Background: an optimization exercise with open tools, aiming at small area, a short achievable clock period and few clock cycles per item. Do not read the settings as production practice.
RTL that was checked went through simulation tests only; none was proved equivalent to the original.
Only the layout flow was run in run 1; the RTL was not checked for function there.
Power figures rest on the tool's default switching activity, not on a simulated workload.

## design/flow/design.v

```verilog
package swx_pkg;
  localparam int MAX_HALF_WINDOW = 15;
  localparam int HALF_BITS       = 4;
  localparam int RING_DEPTH      = 2 * MAX_HALF_WINDOW + 1;
  localparam int SLOT_BITS       = $clog2(RING_DEPTH + 1);
  localparam int PRICE_BITS      = 32;
  localparam int STAMP_BITS      = 64;
  localparam int VERDICT_BITS    = 2;
  localparam logic [VERDICT_BITS-1:0] VERDICT_REGULAR = 2'd0;
  localparam logic [VERDICT_BITS-1:0] VERDICT_MINIMA  = 2'd1;
  localparam logic [VERDICT_BITS-1:0] VERDICT_MAXIMA  = 2'd2;
  localparam logic KIND_TICK  = 1'b0;
  localparam logic KIND_CLEAR = 1'b1;
  typedef struct packed {
    logic start;
    logic cmp_en;
  } judge_ctrl_t;
endpackage
module swx_ram #(
  parameter int WIDTH = 32,
  parameter int DEPTH = 31
) (
  input  logic                     clk,
  input  logic                     we,
  input  logic [$clog2(DEPTH)-1:0] waddr,
  input  logic [WIDTH-1:0]         wdata,
  input  logic                     re,
  input  logic [$clog2(DEPTH)-1:0] raddr,
  output logic [WIDTH-1:0]         rdata
);
  logic [WIDTH-1:0] mem [DEPTH];
  always_ff @(posedge clk) begin
    if (we) begin
      mem[waddr] <= wdata;
    end
    if (re) begin
      rdata <= mem[raddr];
    end
  end
endmodule
module swx_judge #(
  parameter int N = 30
) (
  input  logic signed [swx_pkg::PRICE_BITS-1:0]   now,
  input  logic [N*swx_pkg::PRICE_BITS-1:0]        past,
  output logic [N-1:0]                            hi_lower,
  output logic [N-1:0]                            hi_higher,
  output logic [N-1:0]                            lo_lower,
  output logic [N-1:0]                            lo_higher
);
  localparam int PB = swx_pkg::PRICE_BITS;
  localparam int HB = PB / 2;
  logic signed [HB-1:0] now_hi;
  logic        [HB-1:0] now_lo;
  logic signed [HB-1:0] x_hi [N];
  logic        [HB-1:0] x_lo [N];
  assign now_hi = now[PB-1:HB];
  assign now_lo = now[HB-1:0];
  always_comb begin
    for (int k = 0; k < N; k++) begin
      x_hi[k]      = past[k*PB+HB +: HB];
      x_lo[k]      = past[k*PB +: HB];
      hi_lower[k]  = x_hi[k] < now_hi;
      hi_higher[k] = x_hi[k] > now_hi;
      lo_lower[k]  = x_lo[k] < now_lo;
      lo_higher[k] = x_lo[k] > now_lo;
    end
  end
endmodule
module sliding_window_extremum_detector
(
  input  logic                           clk,
  input  logic                           rst,
  input  logic                           in_valid,
  output logic                           in_ready,
  input  logic                           kind,
  input  logic signed [swx_pkg::PRICE_BITS-1:0]   price,
  input  logic signed [swx_pkg::STAMP_BITS-1:0]   stamp,
  output logic                           out_valid,
  input  logic                           out_ready,
  output logic [swx_pkg::VERDICT_BITS-1:0]        verdict,
  output logic signed [swx_pkg::PRICE_BITS-1:0]   price_out,
  output logic signed [swx_pkg::STAMP_BITS-1:0]   stamp_out,
  input  logic                           cfg_we,
  input  logic [swx_pkg::HALF_BITS-1:0]           cfg_data
);
  localparam int PB    = swx_pkg::PRICE_BITS;
  localparam int NPAST = 2 * swx_pkg::MAX_HALF_WINDOW;    
  logic [swx_pkg::HALF_BITS-1:0] half_window;
  logic [swx_pkg::HALF_BITS-1:0] half_clamped;
  logic [PB-1:0]                 win [NPAST];     
  logic [NPAST:0]                count;
  logic [NPAST-1:0]              cap_mask;        
  logic [NPAST-1:0]              cap_clamped;     
  logic                          s1_valid;
  logic                          s1_fresh;        
  logic [swx_pkg::STAMP_BITS-1:0] s1_stamp;
  logic [swx_pkg::VERDICT_BITS-1:0] s1_kept;
  logic [NPAST-1:0]              cmp_hi_lower;
  logic [NPAST-1:0]              cmp_hi_higher;
  logic [NPAST-1:0]              cmp_lo_lower;
  logic [NPAST-1:0]              cmp_lo_higher;
  logic                          s1_move;
  logic                          s1_free;         
  logic                          s1_valid_n;
  logic                          out_valid_n;
  logic                          accept;
  logic                          tick;
  logic                          clear;
  logic                          report;
  logic [NPAST-1:0]              hi_lower;
  logic [NPAST-1:0]              hi_higher;
  logic [NPAST-1:0]              lo_lower;
  logic [NPAST-1:0]              lo_higher;
  logic [NPAST-1:0]              held;
  logic [NPAST-1:0]              lower;
  logic [NPAST-1:0]              higher;
  logic [swx_pkg::VERDICT_BITS-1:0] judged;
  logic [swx_pkg::VERDICT_BITS-1:0] s1_verdict;
  logic [NPAST*PB-1:0]           past;
  assign s1_move  = !out_valid || out_ready;
  assign in_ready = s1_free || out_ready;
  assign accept   = in_valid && in_ready;
  assign tick     = accept && (kind == swx_pkg::KIND_TICK);
  assign clear    = accept && (kind == swx_pkg::KIND_CLEAR);
  always_comb begin
    report = 1'b0;
    for (int k = 1; k <= swx_pkg::MAX_HALF_WINDOW; k++) begin
      if (int'(half_window) == k) begin
        report = count[k-1];
      end
    end
  end
  always_comb begin
    for (int k = 0; k < NPAST; k++) begin
      cap_clamped[k] = (k < 2 * int'(half_clamped));
    end
  end
  always_comb begin
    priority if (cfg_data == '0) begin
      half_clamped = swx_pkg::HALF_BITS'(1);
    end else if (cfg_data > swx_pkg::HALF_BITS'(swx_pkg::MAX_HALF_WINDOW)) begin
      half_clamped = swx_pkg::HALF_BITS'(swx_pkg::MAX_HALF_WINDOW);
    end else begin
      half_clamped = cfg_data;
    end
  end
  assign held   = count[NPAST:1] & cap_mask;
  assign lower  = held & (cmp_hi_lower  | (~cmp_hi_higher & cmp_lo_lower));
  assign higher = held & (cmp_hi_higher | (~cmp_hi_lower  & cmp_lo_higher));
  always_comb begin
    if (lower == '0) begin
      judged = swx_pkg::VERDICT_MINIMA;
    end else if (higher == '0) begin
      judged = swx_pkg::VERDICT_MAXIMA;
    end else begin
      judged = swx_pkg::VERDICT_REGULAR;
    end
  end
  assign s1_verdict = s1_fresh ? judged : s1_kept;
  assign s1_valid_n  = in_ready ? (tick && report) : s1_valid;
  assign out_valid_n = s1_move ? s1_valid : out_valid;
  always_ff @(posedge clk) begin
    if (rst) begin
      half_window <= swx_pkg::HALF_BITS'(1);
      cap_mask    <= NPAST'(3);
      count       <= '0;
      s1_valid    <= 1'b0;
      s1_fresh    <= 1'b0;
      s1_free     <= 1'b1;
      out_valid   <= 1'b0;
    end else begin
      if (cfg_we) begin
        half_window <= half_clamped;
        cap_mask    <= cap_clamped;
        count       <= '0;
      end else if (clear) begin
        count       <= '0;
      end else if (tick) begin
        count       <= {count[NPAST-1:0], 1'b1};
      end
      s1_valid  <= s1_valid_n;
      out_valid <= out_valid_n;
      s1_free   <= !(s1_valid_n && out_valid_n);
      s1_fresh  <= in_ready;
    end
  end
  always_ff @(posedge clk) begin
    if (tick) begin
      win[0] <= price;
      for (int k = 1; k < NPAST; k++) begin
        win[k] <= win[k-1];
      end
    end
    cmp_hi_lower  <= hi_lower;
    cmp_hi_higher <= hi_higher;
    cmp_lo_lower  <= lo_lower;
    cmp_lo_higher <= lo_higher;
    s1_kept       <= s1_verdict;
    if (in_ready) begin
      s1_stamp <= stamp;
    end
    if (s1_move) begin
      verdict   <= s1_verdict;
      price_out <= win[0];
      stamp_out <= s1_stamp;
    end
  end
  always_comb begin
    for (int k = 0; k < NPAST; k++) begin
      past[k*PB +: PB] = win[k];
    end
  end
  swx_judge #(
    .N (NPAST)
  ) u_judge (
    .now       (price),
    .past      (past),
    .hi_lower  (hi_lower),
    .hi_higher (hi_higher),
    .lo_lower  (lo_lower),
    .lo_higher (lo_higher)
  );
endmodule
```

## design/flow/run.sh

```bash
#!/bin/bash
# synth_recipe.tcl (not shown) runs the flow's synth.tcl, then flattens the netlist and writes it again
# the make line also repeats each setting of config.mk as NAME=value (left out here)
make -C /OpenROAD-flow-scripts/flow DESIGN_CONFIG=/design/flow/config.mk WORK_HOME=/design/flow/orfs CLKGATE_MAP_FILE= SYNTH_SCRIPT=/design/flow/synth_recipe.tcl finish
```

## design/flow/config.mk

```make
export PLATFORM = sky130hd
export DESIGN_NAME = sliding_window_extremum_detector
export DESIGN_NICKNAME = sliding_window_extremum_detector
export VERILOG_FILES = /design/flow/design.v
export SDC_FILE = /design/flow/constraint.sdc
export NUM_CORES = 4
export LEC_CHECK = 0
export ABC_CLOCK_PERIOD_IN_PS = 2400
export CAP_MARGIN = 20
export CORE_MARGIN = 2
export CORE_UTILIZATION = 55
export SETUP_SLACK_MARGIN = 2.6
export SLEW_MARGIN = 20
```

## design/flow/constraint.sdc

```tcl
create_clock -name core_clock -period 5.0 [get_ports {clk}]
set_input_delay 1.0000 -clock core_clock [delete_from_list [all_inputs] [get_ports {clk}]]
set_output_delay 1.0000 -clock core_clock [all_outputs]
set_load 0.01 [all_outputs]
```

==> reports/qor.tcl, run 1 <==
set qor(outcome) {complete, no violations}
set qor(period_share) 0.531
set qor(clock_tree.htree_level_count) 4
set qor(yosys_warnings) 5
set qor(power.density_cell_area_mw_per_mm2) 340
set qor(multiInputGateArea_mm2) 0.0251
set qor(dpl_worst_slack_ps) 861
set qor(path_delay_family) {buffers and inverters}
set qor(via_count_of_the_first_global_routing_pass) 38800
set qor(syn_area_per_cell_um2) 14.5
set qor(dpl-instance-area_mm2) 0.0653
set qor(crit_path_max_fanout) 2
set qor(clock.fmax_mhz) 376
set qor(final.setup.tns_ps) 0
set qor(synth_flop_cell) {sky130_fd_sc_hd__edfxtp_1}
set qor(critical_path.slowest_cell) {sky130_fd_sc_hd__nor2_4}
set qor(synth-seq-cells) 1297
set qor(grtUsageTotal) 0.248
set qor(place_hpwl_um) 98400
set qor(drt.antenna.violating_nets) 0
set qor(core_area_mm2) 0.109
set qor(most-common-layout-cells) {sky130_fd_sc_hd__edfxtp_1 (1122), sky130_fd_sc_hd__ha_1 (892), sky130_fd_sc_hd__a21oi_1 (205)}
set qor(setup_violations) 0
set qor(layout-drive-gt1-share) 0.173
set qor(p_leak_nw) 28.8
set qor(die_w_um) 336
set qor(syn-instance-count) 4167
set qor(fp.dieArea_mm2) 0.113
set qor(clock_tree_from_tritoncts) {yes}
set qor(grt_antenna_before_repair) 1
set qor(synth.lib_cells_used.distinct) 53
set qor(final_util) 0.678
set qor(filler_cell_count) 7627
set qor(die_y_um) 336
set qor(postSynth.asyncResetShare) 0
set qor(post-route-min-period_ps) 2660
set qor(count_of_final_max_slew_check_failures) 0
set qor(cp_cell_sequence) {buf_8 -> nor2_4 -> clkinvlp_4 -> buf_12 -> buf_6}
set qor(grt.overflow.total) 0
set qor(vias_per_cell) 5.98
set qor(drt_pass1_iterations) 6
set qor(timing.hold.worst.class) {register to register}
set qor(holdBufCountCts) 0
set qor(drv_cap) 0
set qor(end_kind) {primary output}
set qor(io-pin-count) 206
set qor(grt_setup_unrepaired) {yes}
set qor(vias) 37300
set qor(clkTransAtPathRegs_ps) 60
set qor(timing.critical_path.arrival_ps) 1660
set qor(syn_nets) 5233
set qor(rows) 121
set qor(finalWeightedCongestion) 0.885
set qor(worst-slew-pin-transition_ps) 989
set qor(numPortBuffers) 205
set qor(drcViolationCount) 0
set qor(drt_first_iter_violations) 2220
set qor(cts-root-buf) {sky130_fd_sc_hd__clkbuf_16}
set qor(global_route_wire_length_before_repair_um) 210000
set qor(final.setup_skew_ps) 16.6
set qor(fin_nets) 5786
set qor(final_common_cell) {sky130_fd_sc_hd__edfxtp_1}
set qor(floorplan.initialDensity) 0.556
set qor(yosysSeqAreaShare) 0.614
set qor(area_of_all_placed_cells_without_fillers_mm2) 0.0739
set qor(number_of_synthesized_flops_with_an_enable_pin) 1122
set qor(drt_wl_total_um) 143000
set qor(timing.critical_path.required_ps) 4000
set qor(vdd_ir_drop_max_mv) 0.287
set qor(clock_tree.buffer_depth) 3
set qor(layout_setup_ws_ps) 2340
set qor(cts_inserted_buffers) 141
set qor(critical_path.max_stage_delay_ps) 150
set qor(cp-start-kind) {input port}
set qor(wl_per_cell_um) 23.0
set qor(grt_max_degree) 133
set qor(worstSetupPathType) {input port to primary output}
set qor(mappedNetlistArea_mm2) 0.0606
set qor(final-hold-violation-count) 0
set qor(clock_latency_on_the_worst_skew_pair_ps) 730
set qor(regArea_mm2) 0.0372
set qor(diodes) 0
set qor(flow.area_growth_from_synthesis_pct) 21.9
set qor(max_transition_margin) 0.337
set qor(crit_buf_inv) 4
set qor(clock_sink_count) 1297
## cells in the mapped netlist (all sizes together) (5+ instances only)
library cell     n  area [µm²]
o32ai           10        87.6
or3              6        37.5
clkbuf          20        75.1
o2111ai         22         193
a22o             5        43.8
a41oi            7        61.3
dfxtp          175        3500
a211oi          23         173
o22ai           15        93.8
nor2           169         634
edfxtp        1122       33700
nor4            21         131
nor3            80         400
a21o           149        1120
mux2i           11         110
nand3           48         240
inv            162         608
nor3b           30         225
and4            11        96.3
ha             960       12000
o211ai         104         781
nor2b          125         782
nand2           71         267
o21ai          103         515
a2111oi         54         586
a211o           18         158
a31oi           31         194
nand4          191        1190
or2             11        68.8
nand2b          18         113
o21a            82         616
o41ai            6        52.6
and3            21         131
a21oi          252        1260
## report_power, final
part | internal, mW | switching [mW]
clock | 5.82 | 4.14
sequential | 12.3 | 0.300
combinational | 1.16 | 1.44
total | 19.3 | 5.88
## area by class of cell
type | instances | area share
clock inverters | 57 | 0.00561
inverters | 162 | 0.00969
flip-flops and latches | 1297 | 0.504
multi-input cells | 2685 | 0.340
repair inverters | 2 | 0.000203
repair buffers | 431 | 0.0634
well taps | 1414 | 0.0240
clock buffers | 194 | 0.0536
## state kept, by name, indices dropped and copies added, names as in the netlist, 3 cells and up
| name | flops |
|---|---|
| price_out | 32 |
| stamp_out | 64 |
| cap_mask | 15 |
| cmp_hi_higher | 30 |
| half_window | 3 |
| count | 31 |
| win | 960 |
| cmp_lo_lower | 30 |
| cmp_lo_higher | 30 |
| cmp_hi_lower | 30 |
| s1_stamp | 64 |
## cell families after synthesis
group           synth area share
flops                      0.614
fa+ha+maj                  0.198
compound gates             0.101
simple gates              0.0719
buf+inv                   0.0116
mux                      0.00349
## routing by layer
metal / up-vias / routed length (µm) / share of wire / global-route usage
li1: 17800 / - / - / -
met3: 240 / 7290 / 0.051 / 0.0453
met1: 18500 / 61000 / 0.43 / 0.311
met5: - / 0 / 0 / 0
met2: 791 / 70100 / 0.49 / 0.428
met4: 0 / 4940 / 0.034 / 0.0931
## per-stage QoR
step / hold slack (ps) / std cells / power [mW]
detailed placement: 405 / 5867 / 15.0
CTS: 411 / 6209 / 25.2
global route: 413 / 6242 / 26.1
finish: 406 / 6242 / 25.1
global placement: 401 / 5867 / 14.9
floorplan: 400 / 4167 / 14.2
## what timing repair did
item                                    CTS  global route
hold endpoints to repair                  0             0
resized for setup                       597           271
endpoints found under the setup margin  754           121
gates cloned                             12             8
pin swaps                                76           121
buffers inserted                         79            25
## worst reg2reg max path, cell delays in order (launching register included)
cell and delay, ps:
sky130_fd_sc_hd__dfxtp_1 350, sky130_fd_sc_hd__nor2b_1 150, sky130_fd_sc_hd__o211ai_1 620, sky130_fd_sc_hd__nand4_1 270, sky130_fd_sc_hd__nor4_4 530, sky130_fd_sc_hd__nand2_2 110, sky130_fd_sc_hd__a32o_2 310
## final timing paths
kind	from	to	slack, ps	depth (start not counted)
setup / recovery	out_ready	in_ready	2340	5
hold / removal	s1_stamp[30]$_DFFE_PN_	stamp_out[30]$_DFFE_PN_	410	0
setup reg to reg	cmp_lo_lower[7]$_DFF_P_	verdict[1]$_DFFE_PN_	2430	6
hold reg to reg	s1_stamp[30]$_DFFE_PN_	stamp_out[30]$_DFFE_PN_	410	0
==> run 2, diff against run 1 <==
--- a/design/flow/design.v
+++ b/design/flow/design.v
@@ -102,6 +102,8 @@
   logic [NPAST-1:0]              cmp_lo_higher;
   logic                          s1_move;
   logic                          s1_free;         
+  logic                          s1_busy;         
+  logic                          take;            
   logic                          s1_valid_n;
   logic                          out_valid_n;
   logic                          accept;
@@ -120,9 +122,10 @@
   logic [NPAST*PB-1:0]           past;
   assign s1_move  = !out_valid || out_ready;
   assign in_ready = s1_free || out_ready;
-  assign accept   = in_valid && in_ready;
-  assign tick     = accept && (kind == swx_pkg::KIND_TICK);
-  assign clear    = accept && (kind == swx_pkg::KIND_CLEAR);
+  assign take     = in_valid && (!s1_busy || out_ready);
+  assign accept   = take;
+  assign tick     = take && (kind == swx_pkg::KIND_TICK);
+  assign clear    = take && (kind == swx_pkg::KIND_CLEAR);
   always_comb begin
     report = 1'b0;
     for (int k = 1; k <= swx_pkg::MAX_HALF_WINDOW; k++) begin
@@ -158,7 +161,7 @@
     end
   end
   assign s1_verdict = s1_fresh ? judged : s1_kept;
-  assign s1_valid_n  = in_ready ? (tick && report) : s1_valid;
+  assign s1_valid_n  = (!s1_busy || out_ready) ? (tick && report) : s1_valid;
   assign out_valid_n = s1_move ? s1_valid : out_valid;
   always_ff @(posedge clk) begin
     if (rst) begin
@@ -168,6 +171,7 @@
       s1_valid    <= 1'b0;
       s1_fresh    <= 1'b0;
       s1_free     <= 1'b1;
+      s1_busy     <= 1'b0;
       out_valid   <= 1'b0;
     end else begin
       if (cfg_we) begin
@@ -182,11 +186,12 @@
       s1_valid  <= s1_valid_n;
       out_valid <= out_valid_n;
       s1_free   <= !(s1_valid_n && out_valid_n);
-      s1_fresh  <= in_ready;
+      s1_busy   <= s1_valid_n && out_valid_n;
+      s1_fresh  <= !s1_busy || out_ready;
     end
   end
   always_ff @(posedge clk) begin
-    if (tick) begin
+    if (take) begin
       win[0] <= price;
       for (int k = 1; k < NPAST; k++) begin
         win[k] <= win[k-1];
@@ -197,7 +202,7 @@
     cmp_lo_lower  <= lo_lower;
     cmp_lo_higher <= lo_higher;
     s1_kept       <= s1_verdict;
-    if (in_ready) begin
+    if (!s1_busy || out_ready) begin
       s1_stamp <= stamp;
     end
     if (s1_move) begin
--- a/design/flow/config.mk
+++ b/design/flow/config.mk
@@ -5,9 +5,10 @@
 export SDC_FILE = /design/flow/constraint.sdc
 export NUM_CORES = 4
 export LEC_CHECK = 0
-export ABC_CLOCK_PERIOD_IN_PS = 2400
 export CAP_MARGIN = 20
 export CORE_MARGIN = 2
 export CORE_UTILIZATION = 55
+export CTS_CLUSTER_DIAMETER = 80
+export CTS_CLUSTER_SIZE = 24
 export SETUP_SLACK_MARGIN = 2.6
 export SLEW_MARGIN = 20
==> reports/qor.tcl, run 2 <==
set qor(grt_setup_unrepaired) {yes} ;# unchanged
set qor(diodes) 0 ;# unchanged
set qor(vias) 37000 ;# was 37300
set qor(cp-start-kind) {input port} ;# unchanged
set qor(layoutNonFillerInstCount) 6236 ;# was 6242
set qor(grt.overflow.total) 0 ;# unchanged
set qor(syn_area_per_cell_um2) 14.5 ;# about the same
set qor(hold_slack_ps) 424 ;# was 406 ps
set qor(mappedNetlistArea_mm2) 0.0608 ;# was 0.0606 mm²
set qor(clkTransAtPathRegs_ps) 90 ;# was 60 ps
set qor(yosys.area.top_type) {sky130_fd_sc_hd__edfxtp_1} ;# unchanged
set qor(global_route_wire_length_before_repair_um) 208000 ;# was 210000 µm
set qor(clock.fmax_mhz) 401 ;# was 376 MHz
set qor(regArea_mm2) 0.0372 ;# about the same
set qor(post-synth-top-count-cell) {sky130_fd_sc_hd__edfxtp_1} ;# unchanged
set qor(grt.met3_usage) 0.0402 ;# was 0.0453
set qor(fin_nets) 5774 ;# was 5786
set qor(power.density_cell_area_mw_per_mm2) 307 ;# was 340 mW/mm²
set qor(top_register) {win} ;# unchanged
set qor(synth.top_cells.by_count) {sky130_fd_sc_hd__edfxtp_1 (1122), sky130_fd_sc_hd__ha_1 (960), sky130_fd_sc_hd__a21oi_1 (256), sky130_fd_sc_hd__dfxtp_1 (176), sky130_fd_sc_hd__nand4_1 (173)} ;# was sky130_fd_sc_hd__edfxtp_1 (1122), sky130_fd_sc_hd__ha_1 (960), sky130_fd_sc_hd__a21oi_1 (252), sky130_fd_sc_hd__nand4_1 (191), sky130_fd_sc_hd__dfxtp_1 (175)
set qor(global_route_layer_with_the_greatest_usage) {met2} ;# unchanged
set qor(origin_of_the_worst_setup_path) {price[1]} ;# was out_ready
set qor(final-hold-violation-count) 0 ;# unchanged
set qor(clock_latency_on_the_worst_skew_pair_ps) 680 ;# was 730 ps
set qor(synth.area.top_cells) {sky130_fd_sc_hd__edfxtp_1 (55%), sky130_fd_sc_hd__ha_1 (20%), sky130_fd_sc_hd__dfxtp_1 (5.8%)} ;# was sky130_fd_sc_hd__edfxtp_1 (56%), sky130_fd_sc_hd__ha_1 (20%), sky130_fd_sc_hd__dfxtp_1 (5.8%)
set qor(r2r-end) {verdict[1]$_DFFE_PN_} ;# unchanged
set qor(final.setup_skew_ps) 30.5 ;# was 16.6 ps
set qor(top_regs) {win (960), s1_stamp (64), stamp_out (64)} ;# unchanged
set qor(dpl_worst_slack_ps) 767 ;# was 861 ps
set qor(multiInputGateArea_mm2) 0.0260 ;# was 0.0251 mm²
set qor(worstSetupPathType) {input port to register} ;# was input port to primary output
set qor(worst-slew-pin-transition_ps) 937 ;# was 989 ps
set qor(core_area_mm2) 0.109 ;# about the same
set qor(drt_first_iter_violations) 2416 ;# was 2220
set qor(vias_per_cell) 5.94 ;# was 5.98
set qor(drt_pass1_iterations) 5 ;# was 6
set qor(holdBufCountCts) 0 ;# unchanged
set qor(crit_path_max_fanout) 8 ;# was 2
set qor(worst-r2r-cell-count) 6 ;# unchanged
set qor(die_y_um) 337 ;# was 336 µm
set qor(vdd_ir_drop_max_mv) 0.257 ;# was 0.287 mV
set qor(clk_pwr_share) 0.286 ;# was 0.396
set qor(synth_flop_cell) {sky130_fd_sc_hd__edfxtp_1} ;# unchanged
set qor(grt_use_met1) 0.313 ;# was 0.311
set qor(numPortBuffers) 205 ;# unchanged
set qor(power.total_mw) 22.5 ;# was 25.1 mW
set qor(yosys_warnings) 5 ;# unchanged
set qor(die_w_um) 337 ;# was 336 µm
set qor(post-route-min-period_ps) 2490 ;# was 2660 ps
set qor(grt_antenna_before_repair) 4 ;# was 1
set qor(floorplan.initialDensity) 0.556 ;# about the same
set qor(worst_setup_path_endpoint) {cmp_lo_higher[16]$_DFF_P_} ;# was in_ready
set qor(timing.hold.worst.class) {register to register} ;# unchanged
set qor(finalWeightedCongestion) 0.864 ;# was 0.885
set qor(clock_tree_from_tritoncts) {yes} ;# unchanged
set qor(cts-root-buf) {sky130_fd_sc_hd__clkbuf_16} ;# unchanged
set qor(outcome) {complete, no violations} ;# unchanged
set qor(p_int_mw) 16.9 ;# was 19.3 mW
set qor(most-common-layout-cells) {sky130_fd_sc_hd__edfxtp_1 (1122), sky130_fd_sc_hd__ha_1 (840), sky130_fd_sc_hd__a21oi_1 (209)} ;# was sky130_fd_sc_hd__edfxtp_1 (1122), sky130_fd_sc_hd__ha_1 (892), sky130_fd_sc_hd__a21oi_1 (205)
set qor(filler_cell_count) 7741 ;# was 7627
set qor(timing.critical_path.arrival_ps) 3030 ;# was 1660 ps
set qor(grt_max_degree) 66 ;# was 133
set qor(count_of_final_max_slew_check_failures) 0 ;# unchanged
set qor(fp.dieArea_mm2) 0.113 ;# about the same
set qor(cts_inserted_buffers) 66 ;# was 141
set qor(io-pin-count) 206 ;# unchanged
set qor(flow.area_growth_from_synthesis_pct) 20.6 ;# was 21.9%
set qor(comb_power_share) 0.141 ;# was 0.104
set qor(place_hpwl_um) 100000 ;# was 98400 µm
set qor(wl_per_cell_um) 22.9 ;# was 23.0 µm
set qor(yosysSeqAreaShare) 0.612 ;# was 0.614
set qor(setup_violations) 0 ;# unchanged
set qor(drt.antenna.violating_nets) 0 ;# unchanged
set qor(syn_nets) 5246 ;# was 5233
set qor(power.switching_mw) 5.64 ;# was 5.88 mW
set qor(final_common_cell) {sky130_fd_sc_hd__edfxtp_1} ;# unchanged
set qor(rows) 121 ;# unchanged
set qor(syn-instance-count) 4180 ;# was 4167
set qor(layout_setup_ws_ps) 2510 ;# was 2340 ps
set qor(placedCellCount) 5955 ;# was 5867
set qor(synth-seq-cells) 1298 ;# was 1297
set qor(postSynth.asyncResetShare) 0 ;# unchanged
set qor(worst-r2r-setup-slack_ps) 2530 ;# was 2430 ps
set qor(r2r-start) {cmp_lo_lower[12]$_DFF_P_} ;# was cmp_lo_lower[7]$_DFF_P_
set qor(period_share) 0.498 ;# was 0.531
set qor(p_leak_nw) 28.6 ;# was 28.8 nW
set qor(drv_cap) 0 ;# unchanged
set qor(max_transition_margin) 0.375 ;# was 0.337
set qor(layout-drive-gt1-share) 0.174 ;# was 0.173
set qor(via_count_of_the_first_global_routing_pass) 38200 ;# was 38800
set qor(number_of_synthesized_flops_with_an_enable_pin) 1122 ;# unchanged
set qor(share_of_the_synthesized_area_in_the_top_cell_type) 0.554 ;# was 0.556
set qor(clock_sink_count) 1298 ;# was 1297
set qor(final.setup.tns_ps) 0 ;# unchanged
set qor(global_route.usage.met2) 0.427 ;# was 0.428
set qor(timing.critical_path.required_ps) 5540 ;# was 4000 ps
set qor(grtUsageTotal) 0.244 ;# was 0.248
set qor(clock_tree.htree_level_count) 3 ;# was 4
set qor(power_switching_share) 0.250 ;# was 0.234
set qor(clock_tree.buffer_depth) 3 ;# unchanged
set qor(drt_wl_total_um) 143000 ;# about the same
set qor(synth.lib_cells_used.distinct) 55 ;# was 53
set qor(share_seq_of_total_power) 0.573 ;# was 0.500
set qor(largest_register_ffs) 960 ;# unchanged
set qor(drcViolationCount) 0 ;# unchanged
set qor(end_kind) {register} ;# was primary output
==> run 2: changes by cell type after synthesis, sizes merged, moves of 7 or more <==
cell and delta:
nand4 -18, nor4 -13, nand2 +17, nor2 -8, o21ai +9, o22ai +7
==> run 2: worst min-delay path by stage <==
stage	start	end	slack, ps	depth (start not counted)
6_report	s1_stamp[59]$_DFFE_PN_	stamp_out[59]$_DFFE_PN_	420	0
5_1_grt	s1_stamp[59]$_DFFE_PN_	stamp_out[59]$_DFFE_PN_	430	0
4_1_cts	s1_stamp[55]$_DFFE_PN_	stamp_out[55]$_DFFE_PN_	420	0
3_5_place_dp	s1_stamp[16]$_DFFE_PN_	stamp_out[16]$_DFFE_PN_	410	0
3_3_place_gp	s1_stamp[55]$_DFFE_PN_	stamp_out[55]$_DFFE_PN_	400	0
2_1_floorplan	s1_stamp[0]$_DFFE_PN_	stamp_out[0]$_DFFE_PN_	400	0
==> run 2: critical path, stage by stage <==
cell and delay [ps]:
sky130_fd_sc_hd__buf_8 80, sky130_fd_sc_hd__clkinvlp_4 80, sky130_fd_sc_hd__buf_12 150, sky130_fd_sc_hd__buf_12 140, sky130_fd_sc_hd__buf_16 130, sky130_fd_sc_hd__buf_12 140
sky130_fd_sc_hd__ha_4 240, sky130_fd_sc_hd__nor2b_1 120, sky130_fd_sc_hd__o21a_1 180, sky130_fd_sc_hd__o2111ai_2 220, sky130_fd_sc_hd__a31oi_2 140, sky130_fd_sc_hd__a2111oi_4 310
sky130_fd_sc_hd__a21oi_1 80
==> run 2: cell families after synthesis <==
logic type	Yosys count	share of synthesized area
flip-flops	1298	0.612
adder cells (fa/ha/maj)	960	0.198
AO/OA/AOI/OAI	920	0.105
AND/OR/NAND/NOR	795	0.0702
buffers and inverters	191	0.0119
multiplexers	16	0.00288
==> run 2: repair_timing <==
| action | 4_1_cts | 5_1_grt |
|---|---|---|
| buffers inserted | 107 | 35 |
| setup endpoints to repair | 1258 | 550 |
| pin swaps | 95 | 142 |
| gates cloned | 9 | 10 |
| gates resized for setup | 546 | 277 |
==> run 2: final cells by class <==
cell class              count  share of cell area
flip-flops and latches   1298               0.508
multi-input cells        2691               0.354
repair buffers            484              0.0735
clock buffers             108              0.0276
well taps                1476              0.0252
inverters                 167              0.0101
clock inverters            12             0.00174
==> run 2: metrics by stage <==
step / cell area [µm²] / utilization
finish: 73300 / 0.671
detailed placement: 66100 / 0.604
global route: 73300 / 0.671
global placement: 66100 / 0.604
CTS: 71300 / 0.652
floorplan: 61100 / -
==> run 2: metal layers <==
metal	share of wire	wire, µm	vias up
li1	-	-	17700
met3	0.045	6380	171
met1	0.44	63200	18500
met5	0	0	-
met4	0.025	3610	0
met2	0.49	69600	645
==> run 2: power by group through the flow <==
stage	registers (mW)	logic, mW	clock network (mW)
floorplan	13.2	1.64	0
global placement	13.1	2.52	0
detailed placement	13.2	2.61	0
CTS	12.9	2.95	6.60
global route	13.0	3.53	6.91
finish	12.9	3.17	6.45
Testbench counts of run 2, summed over its fixed seeds: cycles 9,680, items 9,600.
==> run 3, diff against run 2 <==
--- a/design/flow/config.mk
+++ b/design/flow/config.mk
@@ -12,3 +12,4 @@
 export CTS_CLUSTER_SIZE = 24
 export SETUP_SLACK_MARGIN = 2.6
 export SLEW_MARGIN = 20
+export TNS_END_PERCENT = 5
==> reports/qor.tcl, run 3 <==
set qor(outcome) {complete, no violations} ;# unchanged
set qor(hold_slack_ps) 417 ;# was 424 ps
set qor(io-pin-count) 206 ;# unchanged
set qor(drt_wl_total_um) 135000 ;# was 143000 µm
set qor(setup_violations) 0 ;# unchanged
set qor(grt_antenna_before_repair) 0 ;# was 4
set qor(xor_xnor_portion_of_the_synthesized_cell_area) 0 ;# unchanged
set qor(post-synth-top-count-cell) {sky130_fd_sc_hd__edfxtp_1} ;# unchanged
set qor(grt_max_degree) 98 ;# was 66
set qor(grt_setup_unrepaired) {yes} ;# unchanged
set qor(place_hpwl_um) 97900 ;# was 100000 µm
set qor(clock.fmax_mhz) 386 ;# was 401 MHz
set qor(floorplan.initialDensity) 0.556 ;# unchanged
set qor(worst-slew-pin-transition_ps) 956 ;# was 937 ps
set qor(power.total_mw) 22.4 ;# was 22.5 mW
set qor(fin_nets) 5726 ;# was 5774
set qor(grt.overflow.total) 0 ;# unchanged
set qor(cp-start-kind) {input port} ;# unchanged
set qor(layout_setup_ws_ps) 2410 ;# was 2510 ps
set qor(final_common_cell) {sky130_fd_sc_hd__edfxtp_1} ;# unchanged
set qor(timing.critical_path.arrival_ps) 1590 ;# was 3030 ps
set qor(drv_cap) 0 ;# unchanged
set qor(rows) 121 ;# unchanged
set qor(wl_per_cell_um) 21.9 ;# was 22.9 µm
set qor(grtUsageTotal) 0.240 ;# was 0.244
set qor(dpl_worst_slack_ps) 865 ;# was 767 ps
set qor(numPortBuffers) 205 ;# unchanged
set qor(drcViolationCount) 0 ;# unchanged
set qor(filler_cell_count) 8052 ;# was 7741
set qor(p_leak_nw) 28.2 ;# was 28.6 nW
set qor(worstSetupPathType) {input port to primary output} ;# was input port to register
set qor(finalWeightedCongestion) 0.923 ;# was 0.864
set qor(syn_area_per_cell_um2) 14.5 ;# unchanged
set qor(power.density_cell_area_mw_per_mm2) 313 ;# was 307 mW/mm²
set qor(mappedNetlistArea_mm2) 0.0608 ;# unchanged
set qor(synth.area.top_cells) {sky130_fd_sc_hd__edfxtp_1 (55%), sky130_fd_sc_hd__ha_1 (20%), sky130_fd_sc_hd__dfxtp_1 (5.8%)} ;# unchanged
set qor(via_count_of_the_first_global_routing_pass) 37900 ;# was 38200
set qor(clkTransAtPathRegs_ps) 90 ;# about the same
set qor(final.setup_skew_ps) 22.2 ;# was 30.5 ps
set qor(count_of_final_max_slew_check_failures) 0 ;# unchanged
set qor(synth_flop_cell) {sky130_fd_sc_hd__edfxtp_1} ;# unchanged
set qor(synth.top_cells.by_count) {sky130_fd_sc_hd__edfxtp_1 (1122), sky130_fd_sc_hd__ha_1 (960), sky130_fd_sc_hd__a21oi_1 (256), sky130_fd_sc_hd__dfxtp_1 (176), sky130_fd_sc_hd__nand4_1 (173)} ;# unchanged
set qor(yosys_warnings) 5 ;# unchanged
set qor(die_w_um) 337 ;# unchanged
set qor(placedCellCount) 5945 ;# was 5955
set qor(worst-r2r-setup-slack_ps) 2430 ;# was 2530 ps
set qor(synth.lib_cells_used.distinct) 55 ;# unchanged
set qor(yosys-mux-area-fraction) 0.00288 ;# unchanged
set qor(most-common-layout-cells) {sky130_fd_sc_hd__edfxtp_1 (1122), sky130_fd_sc_hd__ha_1 (910), sky130_fd_sc_hd__a21oi_1 (232)} ;# was sky130_fd_sc_hd__edfxtp_1 (1122), sky130_fd_sc_hd__ha_1 (840), sky130_fd_sc_hd__a21oi_1 (209)
set qor(end_kind) {primary output} ;# was register
set qor(yosys.area.top_type) {sky130_fd_sc_hd__edfxtp_1} ;# unchanged
set qor(clock_tree.htree_level_count) 3 ;# unchanged
set qor(dpl-instance-area_mm2) 0.0656 ;# was 0.0661 mm²
set qor(cts_inserted_buffers) 68 ;# was 66
set qor(yosysSeqAreaShare) 0.612 ;# unchanged
set qor(layout-drive-gt1-share) 0.137 ;# was 0.174
set qor(vias_per_cell) 5.87 ;# was 5.94
set qor(synth_top_family_by_area) {adder cells} ;# unchanged
set qor(clock_tree_from_tritoncts) {yes} ;# unchanged
set qor(die_y_um) 337 ;# unchanged
set qor(final-hold-violation-count) 0 ;# unchanged
set qor(layoutNonFillerInstCount) 6191 ;# was 6236
set qor(cts-root-buf) {sky130_fd_sc_hd__clkbuf_16} ;# unchanged
set qor(synth_compound_area_frac) 0.105 ;# unchanged
set qor(fp.dieArea_mm2) 0.113 ;# unchanged
set qor(drt_pass1_iterations) 5 ;# unchanged
set qor(final_util) 0.653 ;# was 0.671
set qor(holdBufCountCts) 0 ;# unchanged
set qor(drt_first_iter_violations) 2181 ;# was 2416
set qor(crit_path_max_fanout) 3 ;# was 8
set qor(top_regs) {win (960), s1_stamp (64), stamp_out (64)} ;# unchanged
set qor(clock_latency_on_the_worst_skew_pair_ps) 660 ;# was 680 ps
set qor(max_transition_margin) 0.363 ;# was 0.375
set qor(core_area_mm2) 0.109 ;# unchanged
set qor(synth-seq-cells) 1298 ;# unchanged
set qor(timing.hold.worst.class) {register to register} ;# unchanged
set qor(syn_nets) 5246 ;# unchanged
set qor(timing.critical_path.required_ps) 4000 ;# was 5540 ps
set qor(syn-instance-count) 4180 ;# unchanged
set qor(post-route-min-period_ps) 2590 ;# was 2490 ps
set qor(synth_adder_area_share) 0.198 ;# unchanged
set qor(drt.antenna.violating_nets) 0 ;# unchanged
set qor(final.setup.tns_ps) 0 ;# unchanged
set qor(largest_register_ffs) 960 ;# unchanged
set qor(clock_tree.buffer_depth) 3 ;# unchanged
set qor(period_share) 0.518 ;# was 0.498
set qor(share_of_the_synthesized_area_in_the_top_cell_type) 0.554 ;# unchanged
set qor(vias) 36300 ;# was 37000
set qor(flow.area_growth_from_synthesis_pct) 17.3 ;# was 20.6%
set qor(synthSimpleGateAreaFrac) 0.0702 ;# unchanged
set qor(area_of_all_placed_cells_without_fillers_mm2) 0.0713 ;# was 0.0733 mm²
set qor(top_register) {win} ;# unchanged
set qor(number_of_synthesized_flops_with_an_enable_pin) 1122 ;# unchanged
set qor(vdd_ir_drop_max_mv) 0.274 ;# was 0.257 mV
set qor(clock_sink_count) 1298 ;# unchanged
set qor(postSynth.asyncResetShare) 0 ;# unchanged
set qor(global_route_wire_length_before_repair_um) 207000 ;# was 208000 µm
-- run 3: cell types whose count changed in the layout (fill, tap and decap cells not counted), sizes merged --
cell,change
bufinv,-1
clkdlybuf4s50,+69
clkinvlp,+2
clkbuf,-12
diode,+2
clkinv,-2
buf,-43
bufbuf,-5
clkdlybuf4s15,-24
dlymetal6s2s,+24
inv,+1
dlygate4sd2,-56
-- run 3: where the power goes --
part           switching (mW)  internal [mW]  total (mW)
Combinational            1.59           1.34        2.92
Clock                    3.53           2.99        6.52
Sequential              0.415           12.5        12.9
-- run 3: layout make-up --
cell class,count,area [µm²],share of cell area
flip-flops and latches,1298,37200,0.522
multi-input cells,2691,24600,0.345
repair buffers,434,4670,0.0654
clock buffers,111,2090,0.0292
well taps,1476,1850,0.0259
inverters,167,741,0.0104
clock inverters,12,140,0.00196
diodes,2,5.00,0.0000701
-- run 3: path summary, 6_finish.rpt --
path / to / from / depth (start not counted)
worst min register to register: stamp_out[24]$_DFFE_PN_ / s1_stamp[24]$_DFFE_PN_ / 0
worst max register to register: verdict[1]$_DFFE_PN_ / cmp_lo_lower[28]$_DFF_P_ / 6
worst max-delay path: in_ready / out_ready / 3
worst min-delay path: stamp_out[24]$_DFFE_PN_ / s1_stamp[24]$_DFFE_PN_ / 0
-- run 3: repair_timing --
action / 4_1_cts / 5_1_grt
pin swaps: 114 / 32
resized for setup: 417 / 99
setup buffers: 102 / 13
setup endpoints to repair: 1306 / 713
cloned: 6 / 0
-- run 3: cells by family (layout without fill, tap and decap cells) --
| group | after synthesis | after routing |
|---|---|---|
| AO/OA/AOI/OAI | 920 | 920 |
| adder cells (fa/ha/maj) | 960 | 960 |
| buffers and inverters | 191 | 724 |
| flip-flops | 1298 | 1298 |
| multiplexers | 16 | 16 |
| other | 0 | 2 |
| AND/OR/NAND/NOR | 795 | 795 |
-- run 3: critical path, cell delays in order --
cell and delay (ps):
sky130_fd_sc_hd__buf_4 160, sky130_fd_sc_hd__or2_2 290, sky130_fd_sc_hd__buf_2 140
-- run 3: per-layer routing --
| metal | wire (µm) | vias up | track usage |
|---|---|---|---|
| met5 | 0 | - | 0 |
| met4 | 2800 | 0 | 0.0540 |
| met3 | 5440 | 141 | 0.0357 |
| met2 | 68700 | 509 | 0.428 |
| met1 | 58500 | 18100 | 0.308 |
| li1 | - | 17600 | - |
==> run 4, diff against run 3 <==
--- a/design/flow/config.mk
+++ b/design/flow/config.mk
@@ -8,8 +8,6 @@
 export CAP_MARGIN = 20
 export CORE_MARGIN = 2
 export CORE_UTILIZATION = 55
-export CTS_CLUSTER_DIAMETER = 80
-export CTS_CLUSTER_SIZE = 24
 export SETUP_SLACK_MARGIN = 2.6
 export SLEW_MARGIN = 20
 export TNS_END_PERCENT = 5
==> reports/qor.tcl, run 4 <==
set qor(worstSetupPathType) {register to register} ;# was input port to primary output
set qor(dpl-instance-area_mm2) 0.0656 ;# unchanged
set qor(share_of_the_synthesized_area_in_the_top_cell_type) 0.554 ;# unchanged
set qor(syn-instance-count) 4180 ;# unchanged
set qor(rows) 121 ;# unchanged
set qor(die_w_um) 337 ;# unchanged
set qor(post-synth-top-count-cell) {sky130_fd_sc_hd__edfxtp_1} ;# unchanged
set qor(most-common-layout-cells) {sky130_fd_sc_hd__edfxtp_1 (1122), sky130_fd_sc_hd__ha_1 (912), sky130_fd_sc_hd__a21oi_1 (233)} ;# was sky130_fd_sc_hd__edfxtp_1 (1122), sky130_fd_sc_hd__ha_1 (910), sky130_fd_sc_hd__a21oi_1 (232)
set qor(cp_cell_sequence) {nor2b_1 -> o211ai_1 -> o2111ai_2 -> or4_1 -> nor3_2 -> a32o_2} ;# was buf_4 -> or2_2 -> buf_2
set qor(clock_tree.buffer_depth) 3 ;# unchanged
set qor(yosys_warnings) 5 ;# unchanged
set qor(drt_pass1_iterations) 6 ;# was 5
set qor(drt.antenna.violating_nets) 0 ;# unchanged
set qor(yosys.area.top_type) {sky130_fd_sc_hd__edfxtp_1} ;# unchanged
set qor(synth.area.top_cells) {sky130_fd_sc_hd__edfxtp_1 (55%), sky130_fd_sc_hd__ha_1 (20%), sky130_fd_sc_hd__dfxtp_1 (5.8%)} ;# unchanged
set qor(syn_area_per_cell_um2) 14.5 ;# unchanged
set qor(postSynth.asyncResetShare) 0 ;# unchanged
set qor(grt_antenna_before_repair) 1 ;# was 0
set qor(crit_path_max_fanout) 2 ;# was 3
set qor(number_of_synthesized_flops_with_an_enable_pin) 1122 ;# unchanged
set qor(io-pin-count) 206 ;# unchanged
set qor(largest_register_ffs) 960 ;# unchanged
set qor(yosysSeqAreaShare) 0.612 ;# unchanged
set qor(critical_path.max_stage_delay_ps) 590 ;# was 290 ps
set qor(outcome) {complete, no violations} ;# unchanged
set qor(drt_first_iter_violations) 2320 ;# was 2181
set qor(finalWeightedCongestion) 0.923 ;# unchanged
set qor(grt_setup_unrepaired) {yes} ;# unchanged
set qor(vias_per_cell) 5.85 ;# was 5.87
set qor(clock.fmax_mhz) 378 ;# was 386 MHz
set qor(clock_tree.htree_level_count) 4 ;# was 3
set qor(vias) 37000 ;# was 36300
set qor(power.density_cell_area_mw_per_mm2) 360 ;# was 313 mW/mm²
set qor(timing.critical_path.arrival_ps) 3230 ;# was 1590 ps
set qor(syn_nets) 5246 ;# unchanged
set qor(grt.overflow.total) 0 ;# unchanged
set qor(cts-root-buf) {sky130_fd_sc_hd__clkbuf_16} ;# unchanged
set qor(power_switching_share) 0.235 ;# was 0.248
set qor(period_share) 0.529 ;# was 0.518
set qor(final.setup.tns_ps) 0 ;# unchanged
set qor(die_y_um) 337 ;# unchanged
set qor(count_of_final_max_slew_check_failures) 0 ;# unchanged
set qor(worst-slew-pin-transition_ps) 1010 ;# was 956 ps
set qor(final.setup_skew_ps) 20.4 ;# was 22.2 ps
set qor(global_route_wire_length_before_repair_um) 209000 ;# was 207000 µm
set qor(timing.hold.worst.class) {register to register} ;# unchanged
set qor(drt_wl_total_um) 138000 ;# was 135000 µm
set qor(clock_sink_count) 1298 ;# unchanged
set qor(clock_tree_from_tritoncts) {yes} ;# unchanged
set qor(dpl_worst_slack_ps) 865 ;# unchanged
set qor(cp-start-kind) {register} ;# was input port
set qor(power.total_mw) 26.5 ;# was 22.4 mW
set qor(fin_nets) 5806 ;# was 5726
set qor(core_area_mm2) 0.109 ;# unchanged
set qor(drv_cap) 0 ;# unchanged
set qor(power.switching_mw) 6.22 ;# was 5.54 mW
set qor(share_seq_of_total_power) 0.488 ;# was 0.578
set qor(floorplan.initialDensity) 0.556 ;# unchanged
set qor(top_regs) {win (960), s1_stamp (64), stamp_out (64)} ;# unchanged
set qor(top_register) {win} ;# unchanged
set qor(p_leak_nw) 29.3 ;# was 28.2 nW
set qor(critical_path.slowest_cell) {sky130_fd_sc_hd__or4_1} ;# was sky130_fd_sc_hd__or2_2
set qor(grt_max_degree) 98 ;# unchanged
set qor(cts_inserted_buffers) 142 ;# was 68
set qor(final_common_cell) {sky130_fd_sc_hd__edfxtp_1} ;# unchanged
set qor(clkTransAtPathRegs_ps) 60 ;# was 90 ps
set qor(vdd_ir_drop_max_mv) 0.312 ;# was 0.274 mV
set qor(end_kind) {register} ;# was primary output
set qor(path_delay_family) {compound AO/OA/AOI/OAI gates} ;# was buffers and inverters
set qor(layout_setup_ws_ps) 2360 ;# was 2410 ps
set qor(flow.area_growth_from_synthesis_pct) 21.1 ;# was 17.3%
set qor(synth_flop_cell) {sky130_fd_sc_hd__edfxtp_1} ;# unchanged
set qor(area_of_all_placed_cells_without_fillers_mm2) 0.0737 ;# was 0.0713 mm²
set qor(post-route-min-period_ps) 2640 ;# was 2590 ps
set qor(grtUsageTotal) 0.244 ;# was 0.240
set qor(synth.top_cells.by_count) {sky130_fd_sc_hd__edfxtp_1 (1122), sky130_fd_sc_hd__ha_1 (960), sky130_fd_sc_hd__a21oi_1 (256), sky130_fd_sc_hd__dfxtp_1 (176), sky130_fd_sc_hd__nand4_1 (173)} ;# unchanged
set qor(drcViolationCount) 0 ;# unchanged
set qor(via_count_of_the_first_global_routing_pass) 38700 ;# was 37900
set qor(clk_pwr_share) 0.403 ;# was 0.292
set qor(clock_latency_on_the_worst_skew_pair_ps) 740 ;# was 660 ps
set qor(max_transition_margin) 0.326 ;# was 0.363
set qor(timing.critical_path.required_ps) 5580 ;# was 4000 ps
set qor(setup_violations) 0 ;# unchanged
set qor(p_int_mw) 20.3 ;# was 16.8 mW
set qor(numPortBuffers) 205 ;# unchanged
set qor(fp.dieArea_mm2) 0.113 ;# unchanged
set qor(crit_buf_inv) 0 ;# was 2
set qor(comb_power_share) 0.109 ;# was 0.131
set qor(final-hold-violation-count) 0 ;# unchanged
set qor(synth.lib_cells_used.distinct) 55 ;# unchanged
set qor(layout-drive-gt1-share) 0.152 ;# was 0.137
set qor(place_hpwl_um) 97900 ;# unchanged
set qor(mappedNetlistArea_mm2) 0.0608 ;# unchanged
set qor(synth-seq-cells) 1298 ;# unchanged
set qor(wl_per_cell_um) 21.8 ;# was 21.9 µm
run 4: cell counts after synthesis:
Identical to the previous run, type by type.
run 4: kinds of logic (layout without fill, tap and decap cells):
group | Yosys count | count (layout) | share of synthesized area
other cells | 0 | 2 | 0
fa+ha+maj | 960 | 960 | 0.198
compound gates | 920 | 920 | 0.105
flops | 1298 | 1298 | 0.612
mux | 16 | 16 | 0.00288
buf+inv | 191 | 867 | 0.0119
simple gates | 795 | 795 | 0.0702
run 4: per-stage QoR:
step           utilization  hold slack, ps  std cells
2_1_floorplan            -             400       4180
3_3_place_gp         0.600             400       5945
3_5_place_dp         0.600             405       5945
4_1_cts              0.666             401       6308
5_1_grt              0.674             409       6332
6_report             0.674             416       6334
run 4: layout make-up:
cell class	count	area, µm²
Timing Repair Buffer	440	4460
Tap cell	1476	1850
Sequential cell	1298	37200
Clock inverter	49	568
Fill cell	7869	35600
Multi-Input combinational cell	2691	24600
Antenna cell	2	5.00
Inverter	167	743
Clock buffer	211	4230
run 4: path summary, 6_finish.rpt:
kind,end,depth (start not counted),slack (ps),start
worst min register to register,stamp_out[4]$_DFFE_PN_,0,420,s1_stamp[4]$_DFFE_PN_
worst max-delay path,verdict[1]$_DFFE_PN_,6,2360,cmp_hi_lower[11]$_DFF_P_
worst max register to register,verdict[1]$_DFFE_PN_,6,2360,cmp_hi_lower[11]$_DFF_P_
worst min-delay path,stamp_out[4]$_DFFE_PN_,0,420,s1_stamp[4]$_DFFE_PN_
run 4: what timing repair did:
action                                  in CTS  in global routing
hold buffers                                 0                  0
buffers inserted                            97                 22
gates resized for setup                    437                145
pin swaps                                   81                 57
gates cloned                                 6                  2
endpoints found under the setup margin    1242                600
run 4: layer usage:
metal	up-vias	GRT usage	part of all wire
met4	0	0.0711	0.024
met2	668	0.429	0.51
met5	-	0	0
met1	18300	0.306	0.43
li1	17800	-	-
met3	202	0.0449	0.045
run 4: power by group through the flow:
stage / sequential (mW) / clock [mW] / combinational, mW
2_1_floorplan: 13.2 / 0 / 1.62
3_3_place_gp: 13.1 / 0 / 2.47
3_5_place_dp: 13.2 / 0 / 2.55
4_1_cts: 12.9 / 10.9 / 2.82
5_1_grt: 13.0 / 11.3 / 3.25
6_report: 12.9 / 10.7 / 2.90
run 4: worst reg2reg max path, stage by stage (launching register included):
cell and delay, ps:
sky130_fd_sc_hd__dfxtp_2 370, sky130_fd_sc_hd__nor2b_1 60, sky130_fd_sc_hd__o211ai_1 570, sky130_fd_sc_hd__o2111ai_2 410
sky130_fd_sc_hd__or4_1 590, sky130_fd_sc_hd__nor3_2 190, sky130_fd_sc_hd__a32o_2 290
==> run 5, diff against run 4 <==
--- a/design/flow/config.mk
+++ b/design/flow/config.mk
@@ -7,7 +7,6 @@
 export LEC_CHECK = 0
 export CAP_MARGIN = 20
 export CORE_MARGIN = 2
-export CORE_UTILIZATION = 55
+export CORE_UTILIZATION = 70
 export SETUP_SLACK_MARGIN = 2.6
 export SLEW_MARGIN = 20
-export TNS_END_PERCENT = 5
==> reports/qor.tcl, run 5 <==
set qor(grt_antenna_before_repair) 3 ;# was 1
set qor(max_transition_margin) 0.324 ;# was 0.326
set qor(wl_per_cell_um) 25.7 ;# was 21.8 µm
set qor(startpoint_of_the_lowest_slack_hold_path) {s1_stamp[25]$_DFFE_PN_} ;# was s1_stamp[4]$_DFFE_PN_
set qor(filler_cell_count) 3979 ;# was 7869
set qor(top_register) {win} ;# unchanged
set qor(drv_cap) 0 ;# unchanged
set qor(number_of_synthesized_flops_with_an_enable_pin) 1122 ;# unchanged
set qor(worstSetupPathType) {input port to register} ;# was register to register
set qor(drt.antenna.violating_nets) 0 ;# unchanged
set qor(clock.fmax_mhz) 384 ;# was 378 MHz
set qor(critical_path.slowest_cell) {sky130_fd_sc_hd__a2111oi_4} ;# was sky130_fd_sc_hd__or4_1
set qor(clkTransAtPathRegs_ps) 60 ;# about the same
set qor(worst-r2r-setup-slack_ps) 2430 ;# was 2360 ps
set qor(placedCellCount) 5609 ;# was 5945
set qor(final.setup.tns_ps) 0 ;# unchanged
set qor(clock_sink_count) 1298 ;# unchanged
set qor(vdd_ir_drop_max_mv) 0.336 ;# was 0.312 mV
set qor(final_util) 0.853 ;# was 0.674
set qor(syn-instance-count) 4180 ;# unchanged
set qor(synth.top_cells.by_count) {sky130_fd_sc_hd__edfxtp_1 (1122), sky130_fd_sc_hd__ha_1 (960), sky130_fd_sc_hd__a21oi_1 (256), sky130_fd_sc_hd__dfxtp_1 (176), sky130_fd_sc_hd__nand4_1 (173)} ;# unchanged
set qor(synth-seq-cells) 1298 ;# unchanged
set qor(crit_path_max_fanout) 7 ;# was 2
set qor(via_count_of_the_first_global_routing_pass) 40900 ;# was 38700
set qor(hold_slack_ps) 414 ;# was 416 ps
set qor(share_of_the_synthesized_area_in_the_top_cell_type) 0.554 ;# unchanged
set qor(synth_flop_cell) {sky130_fd_sc_hd__edfxtp_1} ;# unchanged
set qor(largest_register_ffs) 960 ;# unchanged
set qor(timing.critical_path.required_ps) 5620 ;# was 5580 ps
set qor(worst-slew-pin-transition_ps) 1010 ;# about the same
set qor(layout_setup_ws_ps) 2400 ;# was 2360 ps
set qor(r2r-start) {cmp_hi_lower[11]$_DFF_P_} ;# unchanged
set qor(period_share) 0.521 ;# was 0.529
set qor(finalWeightedCongestion) 1.10 ;# was 0.923
set qor(final_common_cell) {sky130_fd_sc_hd__edfxtp_1} ;# unchanged
set qor(drt_pass1_iterations) 5 ;# was 6
set qor(count_of_final_max_slew_check_failures) 0 ;# unchanged
set qor(top_regs) {win (960), s1_stamp (64), stamp_out (64)} ;# unchanged
set qor(die_w_um) 299 ;# was 337 µm
set qor(setup_violations) 0 ;# unchanged
set qor(end_kind) {register} ;# unchanged
set qor(grtUsageTotal) 0.330 ;# was 0.244
set qor(clock_latency_on_the_worst_skew_pair_ps) 740 ;# about the same
set qor(multiInputGateArea_mm2) 0.0250 ;# was 0.0246 mm²
set qor(layout-drive-gt1-share) 0.178 ;# was 0.152
set qor(clock_tree_from_tritoncts) {yes} ;# unchanged
set qor(drt_wl_total_um) 154000 ;# was 138000 µm
set qor(timing.critical_path.arrival_ps) 3220 ;# was 3230 ps
set qor(floorplan.initialDensity) 0.703 ;# was 0.556
set qor(vias) 39300 ;# was 37000
set qor(syn_area_per_cell_um2) 14.5 ;# unchanged
set qor(power.density_cell_area_mw_per_mm2) 360 ;# about the same
set qor(syn_nets) 5246 ;# unchanged
set qor(flow.area_growth_from_synthesis_pct) 21.3 ;# was 21.1%
set qor(layoutNonFillerInstCount) 6004 ;# was 6334
set qor(fp.dieArea_mm2) 0.0892 ;# was 0.113 mm²
set qor(dpl_worst_slack_ps) 782 ;# was 865 ps
set qor(p_leak_nw) 29.3 ;# about the same
set qor(global_route_wire_length_before_repair_um) 224000 ;# was 209000 µm
set qor(synth.area.top_cells) {sky130_fd_sc_hd__edfxtp_1 (55%), sky130_fd_sc_hd__ha_1 (20%), sky130_fd_sc_hd__dfxtp_1 (5.8%)} ;# unchanged
set qor(clock_tree.buffer_depth) 3 ;# unchanged
set qor(final.setup_skew_ps) 28.7 ;# was 20.4 ps
set qor(regArea_mm2) 0.0372 ;# about the same
set qor(place_hpwl_um) 96000 ;# was 97900 µm
set qor(io-pin-count) 206 ;# unchanged
set qor(core_area_mm2) 0.0865 ;# was 0.109 mm²
set qor(rows) 108 ;# was 121
set qor(post-route-min-period_ps) 2600 ;# was 2640 ps
set qor(whs_endpoint) {stamp_out[25]$_DFFE_PN_} ;# was stamp_out[4]$_DFFE_PN_
set qor(fin_nets) 5803 ;# was 5806
set qor(dpl-instance-area_mm2) 0.0653 ;# was 0.0656 mm²
set qor(yosysSeqAreaShare) 0.612 ;# unchanged
set qor(mappedNetlistArea_mm2) 0.0608 ;# unchanged
set qor(power.total_mw) 26.6 ;# was 26.5 mW
set qor(clock_tree.htree_level_count) 4 ;# unchanged
set qor(worst-r2r-cell-count) 6 ;# unchanged
set qor(cp-start-kind) {input port} ;# was register
set qor(synth.lib_cells_used.distinct) 55 ;# unchanged
set qor(drt_first_iter_violations) 3704 ;# was 2320
set qor(outcome) {complete, no violations} ;# unchanged
set qor(most-common-layout-cells) {sky130_fd_sc_hd__edfxtp_1 (1122), sky130_fd_sc_hd__ha_1 (887), sky130_fd_sc_hd__a21oi_1 (212)} ;# was sky130_fd_sc_hd__edfxtp_1 (1122), sky130_fd_sc_hd__ha_1 (912), sky130_fd_sc_hd__a21oi_1 (233)
set qor(vias_per_cell) 6.54 ;# was 5.85
set qor(grt_max_degree) 101 ;# was 98
set qor(diodes) 0 ;# was 2
set qor(cts_inserted_buffers) 135 ;# was 142
set qor(numPortBuffers) 205 ;# unchanged
set qor(postSynth.asyncResetShare) 0 ;# unchanged
set qor(die_y_um) 299 ;# was 337 µm
set qor(critical_path.max_stage_delay_ps) 380 ;# was 590 ps
set qor(r2r-end) {verdict[1]$_DFFE_PN_} ;# unchanged
set qor(grt.overflow.total) 0 ;# unchanged
set qor(yosys_warnings) 5 ;# unchanged
set qor(drcViolationCount) 0 ;# unchanged
set qor(cp_cell_sequence) {buf_8 -> clkinvlp_4 -> buf_12 -> buf_6 -> buf_6 -> ha_4 -> a21o_1 -> a21o_1 -> a2111oi_4 -> nor3_2 -> a2111oi_2 -> buf_4 -> a21oi_2} ;# was nor2b_1 -> o211ai_1 -> o2111ai_2 -> or4_1 -> nor3_2 -> a32o_2
set qor(area_of_all_placed_cells_without_fillers_mm2) 0.0737 ;# about the same
set qor(min_delay_path_depth) 0 ;# unchanged
set qor(cts-root-buf) {sky130_fd_sc_hd__clkbuf_16} ;# unchanged
set qor(grt_setup_unrepaired) {yes} ;# unchanged
set qor(timing.hold.worst.class) {register to register} ;# unchanged
set qor(final-hold-violation-count) 0 ;# unchanged
set qor(post-synth-top-count-cell) {sky130_fd_sc_hd__edfxtp_1} ;# unchanged
set qor(yosys.area.top_type) {sky130_fd_sc_hd__edfxtp_1} ;# unchanged
==> run 5: changes by cell type in the layout (fill, tap and decap cells not counted), sizes merged <==
| cell | previous run | this run |
|---|---|---|
| clkdlybuf4s15 | 6 | 72 |
| clkbuf | 222 | 212 |
| diode | 2 | 0 |
| clkinv | 30 | 33 |
| buf | 240 | 251 |
| clkinvlp | 32 | 40 |
| bufinv | 12 | 15 |
| dlygate4sd2 | 105 | 11 |
| bufbuf | 2 | 5 |
| inv | 142 | 148 |
| clkdlybuf4s50 | 74 | 71 |
==> run 5: how the worst max path moves through the flow <==
stage / slack (ps) / to / from / depth (start not counted)
floorplan: -12370 / win[0][0]$_DFFE_PP_ / out_ready / 5
global placement: 860 / cmp_hi_higher[3]$_DFF_P_ / price[25] / 10
detailed placement: 780 / cmp_hi_higher[3]$_DFF_P_ / price[25] / 10
CTS: 2560 / in_ready / out_ready / 3
global route: 2330 / cmp_hi_higher[12]$_DFF_P_ / price[21] / 10
finish: 2400 / cmp_lo_higher[0]$_DFF_P_ / price[9] / 13
==> run 5: cells by family (layout without fill, tap and decap cells) <==
family | Yosys count | in the layout | share of synthesized area
multiplexers | 16 | 16 | 0.00288
adder cells (fa/ha/maj) | 960 | 960 | 0.198
AO/OA/AOI/OAI | 920 | 920 | 0.105
buffers and inverters | 191 | 860 | 0.0119
AND/OR/NAND/NOR | 795 | 795 | 0.0702
flip-flops | 1298 | 1298 | 0.612
==> run 5: critical path: cells and delay by family <==
family | cells | cell delay (ps)
and+or+nand+nor | 1 | 120
adders and majority gates | 1 | 210
AOI/OAI and AO/OA | 5 | 1090
buffers and inverters | 6 | 770
==> run 5: final cells by class <==
type / instances / area share
repair buffers: 440 / 0.0634
inverters: 167 / 0.0100
clock inverters: 65 / 0.0104
flip-flops and latches: 1298 / 0.505
multi-input cells: 2691 / 0.340
well taps: 1155 / 0.0196
clock buffers: 184 / 0.0521
repair inverters: 4 / 0.000407
==> run 5: routing by layer <==
metal,up-vias,share of wire,GRT usage
met5,-,0.000084,0
met1,19600,0.38,0.398
met3,363,0.065,0.0660
met2,1524,0.52,0.580
li1,17900,-,-
met4,2,0.041,0.138
==> run 5: timing repair <==
item | CTS | global route
resized for setup | 586 | 229
cloned | 11 | 3
pin swaps | 74 | 98
hold buffers | 0 | 0
endpoints found under the setup margin | 1188 | 141
buffers inserted | 109 | 23
==> run 5: power by group <==
part / internal, mW / switching [mW] / leakage (nW)
sequential: 12.5 / 0.459 / 12.6
combinational: 1.40 / 1.77 / 14.5
clock: 6.19 / 4.24 / 2.23
==> run 6, diff against run 5 <==
--- a/design/flow/config.mk
+++ b/design/flow/config.mk
@@ -7,6 +7,6 @@
 export LEC_CHECK = 0
 export CAP_MARGIN = 20
 export CORE_MARGIN = 2
-export CORE_UTILIZATION = 70
+export CORE_UTILIZATION = 45
 export SETUP_SLACK_MARGIN = 2.6
 export SLEW_MARGIN = 20
==> reports/qor.tcl, run 6 <==
set qor(largest_register_ffs) 960 ;# unchanged
set qor(synth_flop_cell) {sky130_fd_sc_hd__edfxtp_1} ;# unchanged
set qor(fp.dieArea_mm2) 0.138 ;# was 0.0892 mm²
set qor(yosysSeqAreaShare) 0.612 ;# unchanged
set qor(rows) 134 ;# was 108
set qor(period_share) 0.510 ;# was 0.521
set qor(number_of_synthesized_flops_with_an_enable_pin) 1122 ;# unchanged
set qor(layout-drive-gt1-share) 0.193 ;# was 0.178
set qor(post-route-min-period_ps) 2550 ;# was 2600 ps
set qor(clkTransAtPathRegs_ps) 60 ;# about the same
set qor(timing.critical_path.required_ps) 5620 ;# about the same
set qor(worstSetupPathType) {register to register} ;# was input port to register
set qor(drt.antenna.violating_nets) 0 ;# unchanged
set qor(most-common-layout-cells) {sky130_fd_sc_hd__edfxtp_1 (1122), sky130_fd_sc_hd__ha_1 (893), sky130_fd_sc_hd__a21oi_1 (227)} ;# was sky130_fd_sc_hd__edfxtp_1 (1122), sky130_fd_sc_hd__ha_1 (887), sky130_fd_sc_hd__a21oi_1 (212)
set qor(outcome) {complete, no violations} ;# unchanged
set qor(core_area_mm2) 0.134 ;# was 0.0865 mm²
set qor(postSynth.asyncResetShare) 0 ;# unchanged
set qor(drt_first_iter_violations) 2176 ;# was 3704
set qor(mappedNetlistArea_mm2) 0.0608 ;# unchanged
set qor(final_util) 0.559 ;# was 0.853
set qor(crit_path_max_fanout) 2 ;# was 7
set qor(area_of_all_placed_cells_without_fillers_mm2) 0.0748 ;# was 0.0737 mm²
set qor(syn-instance-count) 4180 ;# unchanged
set qor(r2r-start) {cmp_lo_higher[11]$_DFF_P_} ;# was cmp_hi_lower[11]$_DFF_P_
set qor(io-pin-count) 206 ;# unchanged
set qor(max_transition_margin) 0.337 ;# was 0.324
set qor(grt.overflow.total) 0 ;# unchanged
set qor(clock_tree.buffer_depth) 3 ;# unchanged
set qor(via_count_of_the_first_global_routing_pass) 39500 ;# was 40900
set qor(clock_tree_from_tritoncts) {yes} ;# unchanged
set qor(grt_max_degree) 84 ;# was 101
set qor(syn_area_per_cell_um2) 14.5 ;# unchanged
set qor(die_w_um) 372 ;# was 299 µm
set qor(r2r-end) {verdict[1]$_DFFE_PN_} ;# unchanged
set qor(share_of_the_synthesized_area_in_the_top_cell_type) 0.554 ;# unchanged
set qor(clock.fmax_mhz) 392 ;# was 384 MHz
set qor(finalWeightedCongestion) 0.831 ;# was 1.10
set qor(final.setup.tns_ps) 0 ;# unchanged
set qor(synth.area.top_cells) {sky130_fd_sc_hd__edfxtp_1 (55%), sky130_fd_sc_hd__ha_1 (20%), sky130_fd_sc_hd__dfxtp_1 (5.8%)} ;# unchanged
set qor(drt_wl_total_um) 146000 ;# was 154000 µm
set qor(numPortBuffers) 205 ;# unchanged
set qor(fin_nets) 5819 ;# was 5803
set qor(power.density_cell_area_mw_per_mm2) 356 ;# was 360 mW/mm²
set qor(worst-r2r-cell-count) 6 ;# unchanged
set qor(clock_tree.htree_level_count) 4 ;# unchanged
set qor(syn_nets) 5246 ;# unchanged
set qor(synth.top_cells.by_count) {sky130_fd_sc_hd__edfxtp_1 (1122), sky130_fd_sc_hd__ha_1 (960), sky130_fd_sc_hd__a21oi_1 (256), sky130_fd_sc_hd__dfxtp_1 (176), sky130_fd_sc_hd__nand4_1 (173)} ;# unchanged
set qor(count_of_final_max_slew_check_failures) 0 ;# unchanged
set qor(timing.critical_path.arrival_ps) 3170 ;# was 3220 ps
run 6: cell counts after synthesis:
Identical to the previous run, type by type.
run 6: metal layers:
layer	GRT usage	wire (µm)	vias up
met4	0.0558	3130	0
met3	0.0378	6440	187
met5	0	0	-
met1	0.262	63400	18600
met2	0.368	73100	616
li1	-	-	17900
run 6: worst min-delay path by stage:
stage	to	cells past startpoint	from
final	stamp_out[40]$_DFFE_PN_	0	s1_stamp[40]$_DFFE_PN_
after global routing	win[0][1]$_DFFE_PP_	1	price[1]
after CTS	win[0][1]$_DFFE_PP_	1	price[1]
after detailed placement	stamp_out[2]$_DFFE_PN_	0	s1_stamp[2]$_DFFE_PN_
after global placement	stamp_out[40]$_DFFE_PN_	0	s1_stamp[40]$_DFFE_PN_
after floorplan	stamp_out[0]$_DFFE_PN_	0	s1_stamp[0]$_DFFE_PN_
run 6: per-stage QoR:
stage	hold WS [ps]	std cells	power (mW)
6_report	415	6641	26.6
5_1_grt	380	6640	27.7
4_1_cts	379	6606	26.7
3_5_place_dp	405	6222	15.8
3_3_place_gp	400	6222	15.6
2_1_floorplan	400	4180	14.8
run 6: kinds of logic (layout without fill, tap and decap cells):
kind of cell             Yosys count  in the layout  synth area share
buffers and inverters            191            883            0.0119
other                              0              1                 0
multiplexers                      16             16           0.00288
AO/OA/AOI/OAI                    920            920             0.105
adder cells (fa/ha/maj)          960            960             0.198
AND/OR/NAND/NOR                  795            795            0.0702
flip-flops                      1298           1298             0.612
run 6: cell type report:
| type | instances | area [µm²] |
|---|---|---|
| Fill cell | 10700 | 59000 |
| Sequential cell | 1298 | 37200 |
| Multi-Input combinational cell | 2691 | 25400 |
| Timing Repair Buffer | 449 | 4510 |
| Clock buffer | 202 | 4070 |
| Tap cell | 1768 | 2210 |
| Inverter | 167 | 742 |
| Clock inverter | 63 | 657 |
| Timing Repair inverter | 2 | 15.0 |
| Antenna cell | 1 | 2.50 |
run 6: repair_timing:
item / in CTS / in global routing
setup buffers: 108 / 29
resized for setup: 759 / 241
pin swaps: 61 / 102
setup endpoints to repair: 1188 / 102
cloned: 11 / 5
run 6: power breakdown:
| group | leakage [nW] | switching [mW] | internal (mW) | total [mW] |
|---|---|---|---|---|
| clock | 2.30 | 4.37 | 6.27 | 10.6 |
| combinational | 14.6 | 1.68 | 1.37 | 3.05 |
| sequential | 12.6 | 0.416 | 12.5 | 12.9 |
| total | 29.5 | 6.47 | 20.2 | 26.6 |
run 6: critical path: cells and delay by family (launching register included):
| kind | cells | cell delay (ps) |
|---|---|---|
| AO/OA/AOI/OAI | 3 | 1180 |
| flip-flops | 1 | 330 |
| AND/OR/NAND/NOR | 3 | 880 |

Check on run 6: ideal ports give 2.451 ns setup slack; a clkbuf_16 on the clock port and buf_2 on the inputs give 2.438 ns; moving port delays by the midpoint clock arrival (0.841 ns) as well gives 1.764 ns.
